From an optimization exercise on the open Yosys and OpenROAD flow, aimed at small area and a short achievable clock period; shortcuts taken in it are not production practice.
Power and IR drop assume default switching activity.

==> tundra <==
// convPoolLayer
module convPoolLayer (
    input  logic               clock,
    input  logic               rstN,
    input  logic               pixValid,
    input  cnnPkg::pixelT      pixData,
    input  logic               coefValid,
    input  cnnPkg::coefWriteT  coefWr,
    output logic               poolValid,
    output cnnPkg::poolSampleT poolOut
);
    localparam int macStages = 3;
    logic [71:0] wgt;
    logic [7:0]  bias;
    logic        winValid;
    logic [71:0] pix;
    logic [18:0] sum;
    logic [macStages-1:0] macValid;
    kernelRegs uKernelRegs (
        .clock     (clock),
        .rstN      (rstN),
        .coefValid (coefValid),
        .coefWr    (coefWr),
        .wgt       (wgt),
        .bias      (bias)
    );
    windowBuffer uWindowBuffer (
        .clock    (clock),
        .rstN     (rstN),
        .pixValid (pixValid),
        .pixData  (pixData),
        .winValid (winValid),
        .pix      (pix)
    );
    convMac uConvMac (
        .clock (clock),
        .pix   (pix),
        .wgt   (wgt),
        .bias  (bias),
        .sum   (sum)
    );
    always_ff @(posedge clock or negedge rstN) begin
        if (!rstN) begin
            macValid <= '0;
        end else begin
            macValid <= {macValid[macStages-2:0], winValid};
        end
    end
    maxPool uMaxPool (
        .clock     (clock),
        .rstN      (rstN),
        .convValid (macValid[macStages-1]),
        .conv      (sum),
        .poolValid (poolValid),
        .poolOut   (poolOut)
    );
endmodule
==> module maxPool, before the edit <==
module maxPool (
    input  logic        clock,
    input  logic        rstN,
    input  logic        convValid,
    input  logic [18:0] conv,
    output logic        poolValid,
    output logic [23:0] poolOut
);
    logic [2:0] convRow;
    logic [2:0] convCol;
    logic signed [18:0] first;
    logic signed [18:0] pairQ [3];
    logic signed [18:0] other;
    logic signed [18:0] best;
    logic signed [18:0] value;
    assign value = conv;
    assign other = convCol[0] ? first : pairQ[2];
    assign best  = (value > other) ? value : other;
    always_ff @(posedge clock or negedge rstN) begin
        if (!rstN) begin
            convRow   <= '0;
            convCol   <= '0;
            poolValid <= 1'b0;
        end else begin
            poolValid <= convValid && convRow[0] && convCol[0];
            if (convValid) begin
                if (convCol == 3'd5) begin
                    convCol <= '0;
                    convRow <= (convRow == 3'd5) ? 3'd0 : convRow + 1'b1;
                end else begin
                    convCol <= convCol + 1'b1;
                end
            end
        end
    end
    always_ff @(posedge clock) begin
        if (convValid) begin
            if (!convCol[0]) begin
                first <= convRow[0] ? best : value;
            end else begin
                pairQ[0] <= best;
                pairQ[1] <= pairQ[0];
                pairQ[2] <= pairQ[1];
            end
        end
        poolOut <= {best[18], best, convRow[2:1], convCol[2:1]};
    end
endmodule
==> flow/config.mk <==
export PLATFORM = sky130hd
export DESIGN_NAME = convPoolLayer
export DESIGN_NICKNAME = convPoolLayer
export VERILOG_FILES = /design/flow/design.v
export SDC_FILE = /design/flow/constraint.sdc
export NUM_CORES = 4
export LEC_CHECK = 0
export CAP_MARGIN = 20
export CORE_MARGIN = 2
export CORE_UTILIZATION = 40
export SETUP_SLACK_MARGIN = 2.5
export SLEW_MARGIN = 20
export SYNTH_HIERARCHICAL = 1
==> flow/constraint.sdc <==
create_clock -name core_clock -period 6.5 [get_ports {clock}]
set_input_delay 1.3000 -clock core_clock [delete_from_list [all_inputs] [get_ports {clock}]]
set_output_delay 1.3000 -clock core_clock [all_outputs]
set_load 0.01 [all_outputs]
run.sh (not shown) runs the stock make flow with config.mk's settings and CLKGATE_MAP_FILE= SYNTH_SCRIPT=/design/flow/synth_recipe.tcl, a recipe that flattens the netlist after the stock synthesis.
==> inputs of indigo, as changes to tundra <==
--- a/flow/design.v
+++ b/flow/design.v
@@ -3345,12 +3345,12 @@
     logic [2:0] convRow;
     logic [2:0] convCol;
-    logic signed [18:0] first;
-    logic signed [18:0] pairQ [3];
     logic signed [18:0] other;
-    logic signed [18:0] best;
+    logic signed [18:0] pairQ [2];
     logic signed [18:0] value;
-    assign value = conv;
-    assign other = convCol[0] ? first : pairQ[2];
-    assign best  = (value > other) ? value : other;
+    logic               takeValue;
+    logic signed [18:0] best;
+    assign value     = conv;
+    assign takeValue = (value > other) || (!convRow[0] && !convCol[0]);
+    assign best      = takeValue ? value : other;
     always_ff @(posedge clock or negedge rstN) begin
         if (!rstN) begin
@@ -3373,9 +3373,9 @@
         if (convValid) begin
             if (!convCol[0]) begin
-                first <= convRow[0] ? best : value;
+                other <= best;
             end else begin
+                other    <= pairQ[1];
                 pairQ[0] <= best;
                 pairQ[1] <= pairQ[0];
-                pairQ[2] <= pairQ[1];
             end
         end
--- a/flow/config.mk
+++ b/flow/config.mk
@@ -9,5 +9,5 @@
 export CORE_MARGIN = 2
 export CORE_UTILIZATION = 40
-export SETUP_SLACK_MARGIN = 2.5
+export SETUP_SLACK_MARGIN = 4.2
 export SLEW_MARGIN = 20
 export SYNTH_HIERARCHICAL = 1
==> comparison <==
Via count: indigo is higher than tundra (12%).
In indigo the combinational power is larger than in tundra, by about 33%.
Against tundra, the clock power of indigo is higher by about 4%.
In indigo the cell count is higher than in tundra, by 9.9%.
Of tundra and indigo, tundra has the higher sequential share of layout area (gap 6.4 points).
Critical path depth: indigo is lower than tundra (1).
Against tundra, the global-route usage of indigo is higher by 3.1 points.
Power: indigo is higher than tundra (about 18%).
Setup slack: indigo is better than tundra (0.59 ns).
Between indigo and tundra, the lower synthesized cell count is in tundra (gap 1.6%, measured against tundra).
==> figures <==
item	indigo	tundra
Complex-gate fraction of the synthesized area	0.02312	0.01338
Relative contribution of the clock network to total power	0.136	0.155
Largest driver fanout on the critical path	3	22
Placement Setup Slack	3.181 ns	2.194 ns
Achievable Freq	328.6 MHz	275.5 MHz
Wire length on met1	36,220 um	34,120 um
M1 GR Usage	0.2977	0.2815
Flop pwr share	0.226	0.279
Buffers outside the clock class	363	55
CP startpoint	uConvMac.s2r160	uMaxPool.convCol[0]
Filler instances	6,185	7,004
Routed length on met2	45,150 um	38,530 um
Levels on crit path	8	9
Placed cell count	3,172	3,157
Run status	no timing/DRC/antenna violations	no timing/DRC/antenna violations
Routed wirelength normalized by instance count	25.85 um	24.61 um
Sw Ratio	0.4165	0.4209
Register-to-register path setup slack	3.46 ns	2.87 ns
Hold path startpoint	uConvMac.s1r10	uConvMac.s1r0
TritonCTS Sinks	518	537
Footprint of the multi-input gates	19,470 um2	16,910 um2
Power per unit of standard cell area	633.5 nW/um2	620.0 nW/um2
No run of this note included a check of the RTL's function; only the layout flow was run.

what the ideal ports hide:
No port has a modelled driver above. Below, the same layouts with a new extraction and two added sets of constraints. Step 1 assumes that a clkbuf_16 drives the clock port and a buf_2 every other input. Step 2 moves the port delays by t, midway between the first and last clock arrival at a register: inputs arrive t later, outputs are due t later. That takes back most of the time a late clock gives input paths. a / b / c = ideal ports / drivers / drivers and shift; a / b = the first two.
run | t, ns | slack for setup (ns) | worst hold slack (ns) | worst register clock-pin slew, ns | pins driven straight from the clock port
tundra | 0.681 | 2.870 / 2.870 / 2.870 | 0.327 / 0.327 / 0.327 | 0.07 / 0.07 | 1
indigo | 0.681 | 3.457 / 3.457 / 3.457 | 0.329 / 0.329 / 0.329 | 0.07 / 0.07 | 1
After both steps every run listed still meets setup and hold.
